Background: an optimization exercise with open tools, aiming at small area and a short achievable clock period. Do not read the settings as production practice.
The RTL was checked by simulation tests, not by an equivalence proof against the original design.
Power is estimated from default activity; no workload was simulated.

### flow/config.mk
export PLATFORM = sky130hd
export DESIGN_NAME = frame_buffer_top
export DESIGN_NICKNAME = frame_buffer_top
export VERILOG_FILES = /design/flow/design.v
export SDC_FILE = /design/flow/constraint.sdc
export NUM_CORES = 4
export LEC_CHECK = 0
export CAP_MARGIN = 20
export CORE_MARGIN = 2
export CORE_UTILIZATION = 62
export CTS_CLUSTER_DIAMETER = 60
export CTS_CLUSTER_SIZE = 30
export SETUP_SLACK_MARGIN = 2.0
export SLEW_MARGIN = 20
export SYNTH_HIERARCHICAL = 1
### flow/design.v
package mem_pkg;
   typedef logic [6-1:0] sram_addr_t;
   function automatic sram_addr_t ptr_next(input sram_addr_t ptr);
      ptr_next = ptr + 1'b1;
   endfunction
endpackage
package stream_pkg;
   typedef logic [16-1:0] sample_t;
   typedef struct packed
   {
      logic    last;    
      sample_t data;
   } buffer_word_t;
endpackage
`timescale 1ns/1ns
module sram_dual_port
#(
   parameter int address_width = 6
)
(
   input  logic                       sram_clock,
   input  logic [7:0]                 wr_lo,    
   input  logic [7:0]                 wr_hi,    
   input  stream_pkg::buffer_word_t   wr_word,
   input  logic [7:0]                 rd_lo,    
   input  logic [7:0]                 rd_hi,    
   output stream_pkg::buffer_word_t   rd_word
);
   localparam int depth = 1 << address_width;
   logic [16:0] ram [0:depth-1];
   always_ff @(posedge sram_clock)
   begin
      for (int i = 0; i < depth; i++)
      begin
         if (wr_hi[i/8] & wr_lo[i%8])
         begin
            ram[i] <= wr_word;
         end
      end
   end
   localparam int W = 16 + 1;
   logic [W-1:0]        grp [0:depth/8-1];
   logic [W-1:0]        rd_next;
   for (genvar k = 0; k < depth/8; k++)
   begin : g_rd
      logic [8*W-1:0] slots;
      for (genvar j = 0; j < 8; j++)
      begin : g_slot
         assign slots[j*W +: W] = ram[k*8 + j];
      end
      sram_read_group read_group_i
      (
         .hi    (rd_hi[k]),
         .lo    (rd_lo),
         .slots (slots),
         .word  (grp[k])
      );
   end
   always_comb
   begin
      rd_next = '0;
      for (int k = 0; k < depth/8; k++)
      begin
         rd_next = rd_next | grp[k];
      end
   end
   always_ff @(posedge sram_clock)
   begin
      rd_word <= rd_next;
   end
endmodule
module sram_read_group
(
   input  logic                          hi,
   input  logic [7:0]                    lo,
   input  logic [8*(16+1)-1:0] slots,
   output logic [16:0]       word
);
   always_comb
   begin
      word = '0;
      for (int j = 0; j < 8; j++)
      begin
         word = word | (slots[j*(16+1) +: (16+1)] & {(16+1){hi & lo[j]}});
      end
   end
endmodule
`timescale 1ns/1ns
module frame_writer
(
   input  logic                 sram_clock,
   input  logic                 rst,
   input  logic                 in_valid,
   input  logic                 in_last,
   input  stream_pkg::sample_t  in_data,
   input  mem_pkg::sram_addr_t  read_ptr,
   output mem_pkg::sram_addr_t  commit_ptr,
   output logic                 frame_dropped,
   output logic [7:0]               mem_wr_lo,
   output logic [7:0]               mem_wr_hi,
   output stream_pkg::buffer_word_t mem_wr_word
);
   mem_pkg::sram_addr_t   wr_ptr;      
   mem_pkg::sram_addr_t   next_ptr;    
   logic         discarding;  
   logic         full;
   stream_pkg::buffer_word_t in_word;
   assign full = (next_ptr == read_ptr);
   assign in_word.last = in_last;
   assign in_word.data = in_data;
   assign mem_wr_word = in_word;
   always_ff @(posedge sram_clock)
   begin
      if (rst)
      begin
         wr_ptr        <= '0;
         next_ptr      <= mem_pkg::ptr_next('0);
         mem_wr_lo     <= 8'b0000_0001;
         mem_wr_hi     <= 8'b0000_0001;
         commit_ptr    <= '0;
         discarding    <= 1'b0;
         frame_dropped <= 1'b0;
      end
      else
      begin
         frame_dropped <= 1'b0;
         if (in_valid)
         begin
            if (discarding)
            begin
               if (in_last)
               begin
                  discarding <= 1'b0;  
               end
            end
            else if (full)
            begin
               wr_ptr        <= commit_ptr;
               next_ptr      <= mem_pkg::ptr_next(commit_ptr);
               mem_wr_lo     <= 8'b0000_0001 << commit_ptr[2:0];
               mem_wr_hi     <= 8'b0000_0001 << commit_ptr[5:3];
               frame_dropped <= 1'b1;
               discarding    <= !in_last;
            end
            else
            begin
               wr_ptr    <= next_ptr;
               next_ptr  <= mem_pkg::ptr_next(next_ptr);
               mem_wr_lo <= {mem_wr_lo[6:0], mem_wr_lo[7]};
               if (mem_wr_lo[7])
               begin
                  mem_wr_hi <= {mem_wr_hi[6:0], mem_wr_hi[7]};
               end
               if (in_last)
               begin
                  commit_ptr <= next_ptr;  
               end
            end
         end
      end
   end
endmodule
`timescale 1ns/1ns
module frame_reader
(
   input  logic                 sram_clock,
   input  logic                 rst,
   input  logic                 hold,
   input  mem_pkg::sram_addr_t  commit_ptr,
   output mem_pkg::sram_addr_t  read_ptr,
   output logic                 out_valid,
   output logic                 out_last,
   output stream_pkg::sample_t  out_data,
   output logic [7:0]           mem_rd_lo,
   output logic [7:0]           mem_rd_hi,
   input  stream_pkg::buffer_word_t mem_rd_word
);
   logic fetch;
   logic pending;
   assign pending = (read_ptr != commit_ptr);
   assign fetch = pending && !hold;
   always_ff @(posedge sram_clock)
   begin
      if (rst)
      begin
         read_ptr  <= '0;
         mem_rd_lo <= 8'b0000_0001;
         mem_rd_hi <= 8'b0000_0001;
         out_valid <= 1'b0;
      end
      else
      begin
         out_valid <= fetch;  
         if (fetch)
         begin
            read_ptr  <= mem_pkg::ptr_next(read_ptr);
            mem_rd_lo <= {mem_rd_lo[6:0], mem_rd_lo[7]};
            if (mem_rd_lo[7])
            begin
               mem_rd_hi <= {mem_rd_hi[6:0], mem_rd_hi[7]};
            end
         end
      end
   end
   assign out_data = mem_rd_word.data;
   assign out_last = mem_rd_word.last;
endmodule
`timescale 1ns/1ns
module frame_buffer_top
(
   input  logic                 sram_clock,
   input  logic                 rst,
   input  logic                 in_valid,
   input  logic                 in_last,
   input  logic                 hold,
   input  stream_pkg::sample_t  in_data,
   output logic                 out_valid,
   output logic                 out_last,
   output logic                 frame_dropped,
   output stream_pkg::sample_t  out_data
);
   mem_pkg::sram_addr_t commit_ptr;  
   mem_pkg::sram_addr_t read_ptr;
   logic [7:0]               wr_lo;
   logic [7:0]               wr_hi;
   stream_pkg::buffer_word_t wr_word;
   logic [7:0]               rd_lo;
   logic [7:0]               rd_hi;
   stream_pkg::buffer_word_t rd_word;
   frame_writer frame_writer_i
   (
      .sram_clock    (sram_clock),
      .rst           (rst),
      .in_valid      (in_valid),
      .in_last       (in_last),
      .in_data       (in_data),
      .read_ptr      (read_ptr),
      .commit_ptr    (commit_ptr),
      .frame_dropped (frame_dropped),
      .mem_wr_lo      (wr_lo),
      .mem_wr_hi      (wr_hi),
      .mem_wr_word    (wr_word)
   );
   sram_dual_port
   #(
      .address_width (6)
   )
   sram_dual_port_i
   (
      .sram_clock (sram_clock),
      .wr_lo      (wr_lo),
      .wr_hi      (wr_hi),
      .wr_word    (wr_word),
      .rd_lo      (rd_lo),
      .rd_hi      (rd_hi),
      .rd_word    (rd_word)
   );
   frame_reader frame_reader_i
   (
      .sram_clock (sram_clock),
      .rst        (rst),
      .hold       (hold),
      .commit_ptr (commit_ptr),
      .read_ptr   (read_ptr),
      .out_valid  (out_valid),
      .out_last   (out_last),
      .out_data   (out_data),
      .mem_rd_lo      (rd_lo),
      .mem_rd_hi      (rd_hi),
      .mem_rd_word    (rd_word)
   );
endmodule
### flow/run.sh
#!/bin/bash
# synth_recipe.tcl (not shown) runs the flow's synth.tcl, then flattens the netlist and writes it again
# the make line also repeats each setting of config.mk as NAME=value (left out here)
make -C /OpenROAD-flow-scripts/flow DESIGN_CONFIG=/design/flow/config.mk WORK_HOME=/design/flow/orfs CLKGATE_MAP_FILE= SYNTH_SCRIPT=/design/flow/synth_recipe.tcl finish
### flow/constraint.sdc
create_clock -name core_clock -period 4.0 [get_ports {sram_clock}]
set_input_delay 0.8000 -clock core_clock [delete_from_list [all_inputs] [get_ports {sram_clock}]]
set_output_delay 0.8000 -clock core_clock [all_outputs]
set_load 0.01 [all_outputs]
==> impl_metrics.env <==
export IMPL_worstSetupStartpointType="flip-flop"
export IMPL_synth_top_cells_by_area="edfxtp_1 (75%), a22oi_1 (8.5%), dfxtp_1 (3.2%), a41oi_1 (2.6%), buf_6 (2.3%)"
export IMPL_grt_pass1_vias=23000
export IMPL_leakagePower_uw=0.0143
export IMPL_ant_nets=0
export IMPL_drt_met1_wl_um=48000
export IMPL_multi_input_comb_area_sq_mm=0.00877
export IMPL_io_pins=40
export IMPL_fp_dieArea_sq_mm=0.0727
export IMPL_clock_path_buffers=3
export IMPL_timing_critical_path_arrival_ns=2.65
export IMPL_unrepaired_setup_endpoints_after_global_routing="true"
export IMPL_insertedDiodeCount=0
export IMPL_worstPathRequired_ns=4.55
export IMPL_synth_most_common_cell="edfxtp_1"
export IMPL_sequential_cell_area_sq_mm=0.0342
export IMPL_die_w_um=270
export IMPL_p_int_uw=20200
export IMPL_setup_slack_ns=1.91
export IMPL_syn_mean_instance_area_sq_um=18.3
export IMPL_met3RoutedLength_um=10300
export IMPL_portBuffers=39
export IMPL_globalRouteOverflowTotal=0
export IMPL_via_per_instance_ratio=7.10
export IMPL_dr_wl_met2_um=60900
export IMPL_all_layer_global_routing_usage=0.334
export IMPL_core_rowCount=97
export IMPL_holdBufCountCts=0
export IMPL_post_synth_num_cell_types=56
export IMPL_tritoncts_num_buffers=67
export IMPL_maxClockFrequency_mhz=478
export IMPL_synthesis_area_sq_mm=0.0438
export IMPL_detailedRoute_firstIterationViolations=3015
export IMPL_power_clock_fraction=0.279
export IMPL_setup_total_negative_slack_ns=0
export IMPL_timing_final_hold_violations=0
export IMPL_synth_edf_count=1088
export IMPL_initial_core_util=0.626
export IMPL_post_route_min_period_ns=2.09
export IMPL_share_of_post_route_cells_with_drive_strength_above_1=0.238
export IMPL_yosys_warnings=13
export IMPL_clk_insertion_delay_late_ns=0.64
export IMPL_layout_area_overhead_vs_synth_pct=10.8
export IMPL_largest_net_degree_at_the_start_of_global_routing=65
export IMPL_slew_limit_headroom=0.222
export IMPL_drt_pass1_iter_count=6
export IMPL_placed_cells=3240
export IMPL_fin_skew_ns=0.0253
export IMPL_finalNonFillerCells=3431
export IMPL_p_per_area_mw_per_mm2=586
export IMPL_critPathCaptureType="flip-flop"
export IMPL_crit_fanout=25
export IMPL_detail_route_drc_violations=0
export IMPL_design_final_nets=2462
export IMPL_ys_seq_area_frac=0.778
export IMPL_place_area_sq_mm=0.0440
export IMPL_synth_async_reset_ratio=0
export IMPL_die_h_um=270
export IMPL_gp_congestion=0.866
export IMPL_totalWireLength_um=124000
export IMPL_cts_sinks=1158
export IMPL_initial_antenna_violation_count=2
export IMPL_htreeDepth=3
export IMPL_synthCells=2388
export IMPL_synth_net_count=2411
export IMPL_synth_top_area_cell="edfxtp_1"
export IMPL_timing_final_setup_violations=0
export IMPL_yosysTopAreaCellShare=0.746
export IMPL_dp_hpwl_um=65000
export IMPL_status="finished clean"
export IMPL_hp_class="reg -> reg"
export IMPL_clk_pin_slew_worst_paths_ns=0.10
export IMPL_share_seq_of_total_power=0.546
export IMPL_clk_root_buffer_cell="clkbuf_16"
export IMPL_synth_flop_cell="edfxtp_1"
export IMPL_post_route_period_util=0.523
export IMPL_num_fill_cells=4571
export IMPL_routed_wire_per_std_cell_um=36.1
export IMPL_switching_power_uw=8280
export IMPL_first_pass_grt_wire_length_um=171000
export IMPL_final_cell_area_sq_mm=0.0485
export IMPL_cts_tree="yes"
export IMPL_core_area_sq_mm=0.0699
export IMPL_vias=24300
export IMPL_finalMaxSlewViolations=0
export IMPL_flip_flop_and_latch_count_after_synthesis=1158
export IMPL_p_comb_frac=0.175
export IMPL_place_ws_ns=1.14
export IMPL_worstMarginPinSlew_ns=1.17
export IMPL_top_signal_layer_used="met4"
export IMPL_synth_cells_most_frequent="edfxtp_1 (1,088), a22oi_1 (496), a41oi_1 (128)"
export IMPL_r2r_slack_ns=1.91
export IMPL_swShare=0.291
export IMPL_fin_total_pwr_uw=28400
export IMPL_max_cap_violations=0
export IMPL_vdd_ir_drop_max_mv=0.461
export IMPL_timing_worst_setup_path_type="reg -> reg"
-- cell usage in the layout (no fill, tap or decap), drive strengths merged, types with 4 or more instances in the layout --
| cell type | instances |
|---|---|
| a21oi | 12 |
| clkinvlp | 4 |
| clkinv | 25 |
| xor2 | 6 |
| inv | 25 |
| clkbuf | 81 |
| nor4 | 36 |
| nand4 | 4 |
| a22oi | 544 |
| mux2 | 4 |
| edfxtp | 1088 |
| o21ai | 13 |
| nand2 | 66 |
| a41oi | 136 |
| nor2 | 32 |
| a31oi | 9 |
| and2 | 65 |
| dfxtp | 70 |
| nor2b | 5 |
| mux2i | 26 |
| nor3 | 5 |
| a311oi | 7 |
| nand4b | 7 |
| xnor2 | 8 |
| buf | 166 |
| nand3 | 12 |
-- layout make-up --
cell class	count	share of cell area
multi-input cells	1024	0.181
clock buffers	76	0.0370
inverters	12	0.00116
repair buffers	176	0.0403
clock inverters	45	0.0118
well taps	940	0.0242
flip-flops and latches	1158	0.705
-- worst max-delay path, stage by stage (launching register included) --
cell     delay (ns)
dfxtp_4        0.40
xnor2_2        0.20
and2_4         0.25
nand2_8        0.13
nand2_1        0.12
nand2_2        0.07
ha_4           0.18
nor4b_1        0.33
o21ai_0        0.13
a31oi_1        0.18
-- routing by layer --
layer  GRT usage  vias to the layer above
met3      0.0606                      191
met4       0.119                        0
met2       0.544                     1260
met1       0.458                    12900
met5           0                        -
li1            -                    10000
-- power groups by stage --
stage	registers [uW]	clock network [uW]	logic (uW)
after detailed placement	16000	0	3780
after CTS	15500	7960	4580
after global routing	15600	8410	5230
after floorplan	15300	0	2880
final	15500	7940	4980
after global placement	15900	0	3710
-- state kept, by name, indices dropped and copies added, names as in the netlist --
register,count
frame_reader_i.mem_rd_lo,8
frame_writer_i.next_ptr,6
frame_writer_i.frame_dropped,1
sram_dual_port_i.ram,1088
frame_writer_i.mem_wr_hi,8
frame_reader_i.mem_rd_hi,8
frame_writer_i.mem_wr_lo,8
sram_dual_port_i.rd_word,17
frame_reader_i.out_valid,1
frame_writer_i.discarding,1
frame_reader_i.read_ptr,6
frame_writer_i.commit_ptr,6
-- modules after synthesis (local to each module, per instance), a selection --
module	times used	cells inside
frame_writer	1	222
frame_reader	1	122
sram_read_group	8	103
-- what timing repair did --
action,4_1_cts,5_1_grt
pin swaps,25,45
buffers inserted,49,15
gates cloned,2,4
setup endpoints to repair,1044,66
resized for setup,256,100
-- path summary, 6_finish.rpt --
| path | cells after the start | endpoint | start |
|---|---|---|---|
| min | 2 | frame_reader_i.mem_rd_hi[4] | frame_reader_i.mem_rd_hi[3] |
| min reg2reg | 2 | frame_reader_i.mem_rd_hi[4] | frame_reader_i.mem_rd_hi[3] |
| max | 9 | frame_writer_i.next_ptr[2] | frame_writer_i.next_ptr[0] |
| max reg2reg | 9 | frame_writer_i.next_ptr[2] | frame_writer_i.next_ptr[0] |
-- logic make-up (layout without fill, tap and decap cells) --
kind of cell	count (synthesis)	count (layout)	share of synthesized area
buffers and inverters	206	309	0.0445
AO/OA/AOI/OAI	734	734	0.136
XOR/XNOR	14	14	0.00297
adder cells (fa/ha/maj)	2	2	0.000572
AND/OR/NAND/NOR	244	244	0.0305
multiplexers	30	30	0.00706
flip-flops	1158	1158	0.778
-- per-stage QoR --
| step | hold WS [ns] | utilization |
|---|---|---|
| detailed placement | 0.483 | 0.630 |
| finish | 0.515 | 0.694 |
| floorplan | 0.452 | - |
| global route | 0.533 | 0.694 |
| CTS | 0.495 | 0.682 |
| global placement | 0.476 | 0.629 |

[port drivers added, routing unchanged]
No port has a modelled driver above. Below, the same layout with a new extraction and two added sets of constraints.
Step 1 sets driving cells, clkbuf_16 on the clock port and buf_2 on the other inputs (assumed; they add their load-dependent delay and slew).
Step 2 times the ports against the registers' clock, not the clock port: input delays grow and output delays shrink by t, the midpoint of the rising clock arrivals with the driver on.
Three values: ideal, step 1, step 2; two values: the first two.
t (ns): 0.703
slack for setup (ns): 1.908 / 1.908 / 1.422
worst hold slack (ns): 0.515 / 0.515 / 0.515
After both steps this run still meets setup and hold. For this run, drivers alone change the setup slack by 0.000 ns; drivers and shift together by -0.486 ns.
